Background: an optimization exercise with open tools, aiming at small area, a short achievable clock period and few clock cycles per item. Do not read the settings as production practice. At most, simulation tests tie the RTL to the original design; equivalence was not proved. No driver is modelled on the clock port, so clocking that relies on it looks cheaper here than on a real chip.

==> flow/design.v <==
package kmp_pkg;
  localparam int MAX_PATTERN = 64;
  localparam int MAX_TEXT    = 65536;
  localparam int PAT_AW = $clog2(MAX_PATTERN);
  localparam int LEN_W  = $clog2(MAX_PATTERN + 1);
  localparam int TP_W   = $clog2(MAX_TEXT + 1);
  localparam int CHAR_W = 8;
  localparam int REQ_W  = 2;
  localparam int STAT_W = 3;
  localparam int POS_W  = 16;
  localparam int CNT_W  = 7;
  localparam logic [REQ_W-1:0] REQ_APPEND = 2'd0;
  localparam logic [REQ_W-1:0] REQ_TEXT   = 2'd1;
  localparam logic [REQ_W-1:0] REQ_START  = 2'd2;
  localparam logic [REQ_W-1:0] REQ_CLEAR  = 2'd3;
  localparam logic [STAT_W-1:0] ST_ACCEPT    = 3'd0;
  localparam logic [STAT_W-1:0] ST_NO_MATCH  = 3'd1;
  localparam logic [STAT_W-1:0] ST_MATCH     = 3'd2;
  localparam logic [STAT_W-1:0] ST_NOT_FOUND = 3'd3;
  localparam logic [STAT_W-1:0] ST_ERROR     = 3'd4;
  typedef struct packed {
    logic              pat_we;
    logic [PAT_AW-1:0] pat_waddr;
    logic [CHAR_W-1:0] pat_wdata;
    logic [PAT_AW-1:0] pat_raddr;
    logic              fail_we;
    logic [PAT_AW-1:0] fail_waddr;
    logic [PAT_AW-1:0] fail_wdata;
    logic [PAT_AW-1:0] fail_raddr;
  } mem_req_t;
  typedef struct packed {
    logic              valid;
    logic [STAT_W-1:0] status;
    logic [POS_W-1:0]  position;
    logic [CNT_W-1:0]  count;
  } res_t;
endpackage
module kmp_substring_search_core (
  input  logic                          clk_i,
  input  logic                          rst_ni,
  input  logic                          in_valid_i,
  output logic                          in_ready_o,
  input  logic [kmp_pkg::REQ_W-1:0]     req_type_i,
  input  logic [kmp_pkg::CHAR_W-1:0]    char_value_i,
  input  logic                          last_text_i,
  output logic                          out_valid_o,
  input  logic                          out_ready_i,
  output logic [kmp_pkg::STAT_W-1:0]    status_o,
  output logic [kmp_pkg::POS_W-1:0]     match_position_o,
  output logic [kmp_pkg::CNT_W-1:0]     pattern_count_o
);
  localparam int NP = kmp_pkg::MAX_PATTERN;
  logic o_v_q;
  logic hold, adv;
  logic sk_empty_q, sk_empty_d;
  logic rdy_q;
  logic xfer;
  assign hold = o_v_q & ~out_ready_i;
  assign adv  = ~hold;
  assign xfer = in_valid_i & rdy_q;
  assign sk_empty_d = adv | (sk_empty_q & ~xfer);
  always_ff @(posedge clk_i or negedge rst_ni) begin
    if (!rst_ni) rdy_q <= 1'b0;
    else         rdy_q <= sk_empty_d;
  end
  assign in_ready_o = rdy_q;
  logic       a_v_q;
  logic [1:0] a_t_q;
  logic [7:0] a_c_q;
  logic       a_l_q;
  logic [1:0] s_t_q;
  logic [7:0] s_c_q;
  logic       s_l_q;
  always_ff @(posedge clk_i or negedge rst_ni) begin
    if (!rst_ni) begin
      a_v_q      <= 1'b0;
      sk_empty_q <= 1'b1;
    end else begin
      if (adv) a_v_q <= ~sk_empty_q | xfer;
      sk_empty_q <= sk_empty_d;
    end
  end
  always_ff @(posedge clk_i) begin
    if (adv) begin
      if (!sk_empty_q) begin
        a_t_q <= s_t_q;
        a_c_q <= s_c_q;
        a_l_q <= s_l_q;
      end else begin
        a_t_q <= req_type_i;
        a_c_q <= char_value_i;
        a_l_q <= last_text_i;
      end
    end
    if (sk_empty_q) begin
      s_t_q <= req_type_i;
      s_c_q <= char_value_i;
      s_l_q <= last_text_i;
    end
  end
  logic [7:0]    q_q [NP];
  logic [NP-1:0] e_q;
  logic [6:0]    len_q;
  logic [NP-1:0] inj;       
  logic [NP-1:0] eq;
  logic [NP-1:0] e_nxt;
  logic          b_go, b_shift, b_txt, b_start, full, hit;
  logic          q_shift, qdone_q;
  assign full    = len_q[6];
  assign b_go    = a_v_q & adv;
  assign b_shift = b_go & (a_t_q == kmp_pkg::REQ_APPEND) & ~full;
  assign q_shift = a_v_q & (a_t_q == kmp_pkg::REQ_APPEND) & ~full & ~qdone_q;
  always_ff @(posedge clk_i or negedge rst_ni) begin
    if (!rst_ni) qdone_q <= 1'b0;
    else         qdone_q <= hold & (qdone_q | q_shift);
  end
  assign b_txt   = b_go & (a_t_q == kmp_pkg::REQ_TEXT);
  assign b_start = b_go & (a_t_q == kmp_pkg::REQ_START);
  always_comb begin
    for (int j = 0; j < NP - 1; j++) inj[j] = (len_q[5:0] == 6'(j + 1));
    inj[NP-1] = full;
    for (int j = 0; j < NP; j++) eq[j] = (q_q[j] == a_c_q);
    e_nxt = ({1'b0, e_q[NP-1:1]} | inj) & eq;
  end
  assign hit = e_nxt[0];
  always_ff @(posedge clk_i) begin
    if (q_shift) begin
      q_q[0] <= a_c_q;
      for (int j = 1; j < NP; j++) q_q[j] <= q_q[j-1];
    end
    if (b_start) e_q <= '0;
    else if (b_txt) e_q <= e_nxt;
    else if (b_shift) e_q <= {e_q[NP-2:0], 1'b0};
  end
  always_ff @(posedge clk_i or negedge rst_ni) begin
    if (!rst_ni) begin
      len_q <= '0;
    end else if (b_go && a_t_q == kmp_pkg::REQ_CLEAR) begin
      len_q <= '0;
    end else if (b_shift) begin
      len_q <= len_q + 7'd1;
    end
  end
  logic       c_v_q;
  logic [1:0] c_t_q;
  logic       c_l_q;
  logic       c_hit_q;
  logic       c_err_q;      
  logic [6:0] c_cnt_q;
  always_ff @(posedge clk_i or negedge rst_ni) begin
    if (!rst_ni) c_v_q <= 1'b0;
    else if (adv) c_v_q <= a_v_q;
  end
  always_ff @(posedge clk_i) begin
    if (adv) begin
      c_t_q   <= a_t_q;
      c_l_q   <= a_l_q;
      c_hit_q <= hit;
      c_err_q <= full;
      c_cnt_q <= (a_t_q == kmp_pkg::REQ_CLEAR) ? 7'd0 :
                 (a_t_q == kmp_pkg::REQ_APPEND && !full) ? len_q + 7'd1 : len_q;
    end
  end
  logic [16:0] tpx_q;
  logic [16:0] tp_q;
  assign tp_q = {tpx_q[16:1], ~tpx_q[0]};
  logic        found_q;
  logic [15:0] fpos_q;
  logic        c_go;
  logic [16:0] tp_inc;
  logic [15:0] hit_pos;
  logic        cnt_zero;
  assign c_go     = c_v_q & adv;
  assign tp_inc   = tp_q + 17'd1;
  logic [15:0] base_q;
  assign hit_pos  = base_q;
  assign cnt_zero = (c_cnt_q == '0);
  logic [2:0]  st;
  logic [15:0] pos;
  logic        f_set, f_clr, t_inc;
  always_comb begin
    st    = kmp_pkg::ST_ACCEPT;
    pos   = '0;
    f_set = 1'b0;
    f_clr = 1'b0;
    t_inc = 1'b0;
    unique case (c_t_q)
      kmp_pkg::REQ_APPEND: if (c_err_q) st = kmp_pkg::ST_ERROR;
      kmp_pkg::REQ_TEXT: begin
        if (found_q) begin
          st  = kmp_pkg::ST_MATCH;
          pos = fpos_q;
        end else if (cnt_zero) begin
          st    = kmp_pkg::ST_MATCH;
          f_set = 1'b1;
        end else if (tp_q[16] && tp_q[0]) begin    
          st = kmp_pkg::ST_ERROR;
        end else begin
          t_inc = 1'b1;
          if (c_hit_q) begin
            st    = kmp_pkg::ST_MATCH;
            pos   = hit_pos;
            f_set = 1'b1;
          end else begin
            st = c_l_q ? kmp_pkg::ST_NOT_FOUND : kmp_pkg::ST_NO_MATCH;
          end
        end
      end
      kmp_pkg::REQ_START: f_clr = 1'b1;
      default: ;
    endcase
  end
  always_ff @(posedge clk_i or negedge rst_ni) begin
    if (!rst_ni) begin
      tpx_q   <= '0;
      found_q <= 1'b0;
    end else if (c_go) begin
      if (f_clr) begin
        tpx_q   <= '0;
        found_q <= 1'b0;
      end else begin
        if (t_inc) tpx_q <= {tp_inc[16:1], ~tp_inc[0]};
        if (f_set) found_q <= 1'b1;
      end
    end
  end
  always_ff @(posedge clk_i or negedge rst_ni) begin
    if (!rst_ni) begin
      base_q <= 16'd1;
    end else if (c_go) begin
      unique case (c_t_q)
        kmp_pkg::REQ_APPEND: if (!c_err_q) base_q <= base_q - 16'd1;
        kmp_pkg::REQ_TEXT:   if (t_inc) base_q <= base_q + 16'd1;
        kmp_pkg::REQ_START:  base_q <= 16'd1 - {9'd0, c_cnt_q};
        default:             base_q <= tp_q[15:0];    
      endcase
    end
  end
  always_ff @(posedge clk_i) begin
    if (c_go && f_set) fpos_q <= pos;
  end
  logic [2:0]  o_st_q;
  logic [15:0] o_pos_q;
  logic [6:0]  o_cnt_q;
  always_ff @(posedge clk_i or negedge rst_ni) begin
    if (!rst_ni) o_v_q <= 1'b0;
    else if (adv) o_v_q <= c_v_q;
  end
  always_ff @(posedge clk_i) begin
    if (adv) begin
      o_st_q  <= st;
      o_pos_q <= pos;
      o_cnt_q <= c_cnt_q;
    end
  end
  assign out_valid_o      = o_v_q;
  assign status_o         = o_st_q;
  assign match_position_o = o_pos_q;
  assign pattern_count_o  = o_cnt_q;
endmodule
clock: 6.0 ns
lec_check: 0
abc_clock_period_in_ps: 2500
cap_margin: 20
core_margin: 2
core_utilization: 50
cts_buf_list: sky130_fd_sc_hd__clkbuf_16
cts_cluster_diameter: 100
cts_cluster_size: 30
setup_slack_margin: 3.8
slew_margin: 20
standard.sh (not shown) runs the stock make flow with config.mk's settings and CLKGATE_MAP_FILE= SYNTH_SCRIPT=/design/flow/synth_recipe.tcl, a recipe that flattens the netlist after the stock synthesis.
==> flow/flow/run.sh <==
#!/bin/bash
set -euo pipefail
work=$(cd "$(dirname "$0")/.." && pwd)
cd "$work"
export POST_CTS_TCL="$work/flow/collapse.tcl"
bash standard.sh > "$work/standard.log" 2>&1
==> flow/flow/collapse.tcl <==
set block [ord::get_db_block]
set clk_net [$block findNet clk_i]
set roots {}
foreach it [$clk_net getITerms] { lappend roots [$it getInst] }
if {[llength $roots] == 1} {
  set root [lindex $roots 0]
  set rnet [[$root findITerm X] getNet]
  set loads {}
  foreach it [$rnet getITerms] {
    if {[$it getInst] ne $root} { lappend loads $it }
  }
  if {[string match "sky130_fd_sc_hd__clkbuf_*" [[$root getMaster] getName]] && [llength $loads] <= 4} {
    foreach it $loads {
      $it disconnect
      $it connect $clk_net
    }
    [$root findITerm A] disconnect
    [$root findITerm X] disconnect
    odb::dbInst_destroy $root
    odb::dbNet_destroy $rnet
    puts "collapse: clock port now drives [llength $loads] buffers directly"
  }
}
Next try:
--- a/flow/design.v
+++ b/flow/design.v
@@ -173,6 +173,5 @@
   assign c_go     = c_v_q & adv;
   assign tp_inc   = tp_q + 17'd1;
-  logic [15:0] base_q;
-  assign hit_pos  = base_q;
+  assign hit_pos  = tp_q[15:0] - {9'd0, c_cnt_q};
   assign cnt_zero = (c_cnt_q == '0);
   logic [2:0]  st;
@@ -225,16 +224,4 @@
     end
   end
-  always_ff @(posedge clk_i or negedge rst_ni) begin
-    if (!rst_ni) begin
-      base_q <= 16'd1;
-    end else if (c_go) begin
-      unique case (c_t_q)
-        kmp_pkg::REQ_APPEND: if (!c_err_q) base_q <= base_q - 16'd1;
-        kmp_pkg::REQ_TEXT:   if (t_inc) base_q <= base_q + 16'd1;
-        kmp_pkg::REQ_START:  base_q <= 16'd1 - {9'd0, c_cnt_q};
-        default:             base_q <= tp_q[15:0];    
-      endcase
-    end
-  end
   always_ff @(posedge clk_i) begin
     if (c_go && f_set) fpos_q <= pos;
- The new run ran to the end with no violations
- routed wire length shrinks by 9.9%
- synthesized area shrinks by 3.8%
- maximum frequency is higher by 12%
- worst setup slack gets better by 270 ps
- synthesized cell count is lower by 5.0%
- via count decreases by 6.5%
- cell count decreases by 5.5%
- count of clock-buffer cells in the layout goes down by 1
- final area falls by 6.1%
- first-iteration DRC count decreases by 21%
- core utilization shrinks by 1.2 points
Testbench counts after the change, summed over its fixed seeds: cycles 21,147, items 21,123.
Function not checked in the first run of this note: the RTL went through the layout flow alone.

port drivers added, routing unchanged:
The results above use ideal ports. As a check the final layouts listed here were re-extracted and re-timed, cells and wires unchanged. Step 1, drivers: a clkbuf_16 drives clk_i and a buf_2 each remaining input, both assumed. Step 2 also shifts input and output timing later by t, the mid clock arrival at the registers, as if the neighbouring blocks saw the same clock. Slacks: ideal ports / drivers / drivers and shift; pairs: ideal ports / drivers.
run	t, ns	setup slack, ns	worst register clock-pin slew, ns
the first run	0.562	3.493 / 3.493 / 3.171	0.12 / 0.12
the second run	0.547	3.761 / 3.683 / 3.361	0.12 / 0.12
After both steps every run listed still meets setup and hold. The setup slack of the second run, which loses most, moves by -0.078 ns with the drivers and by -0.400 ns with both steps.
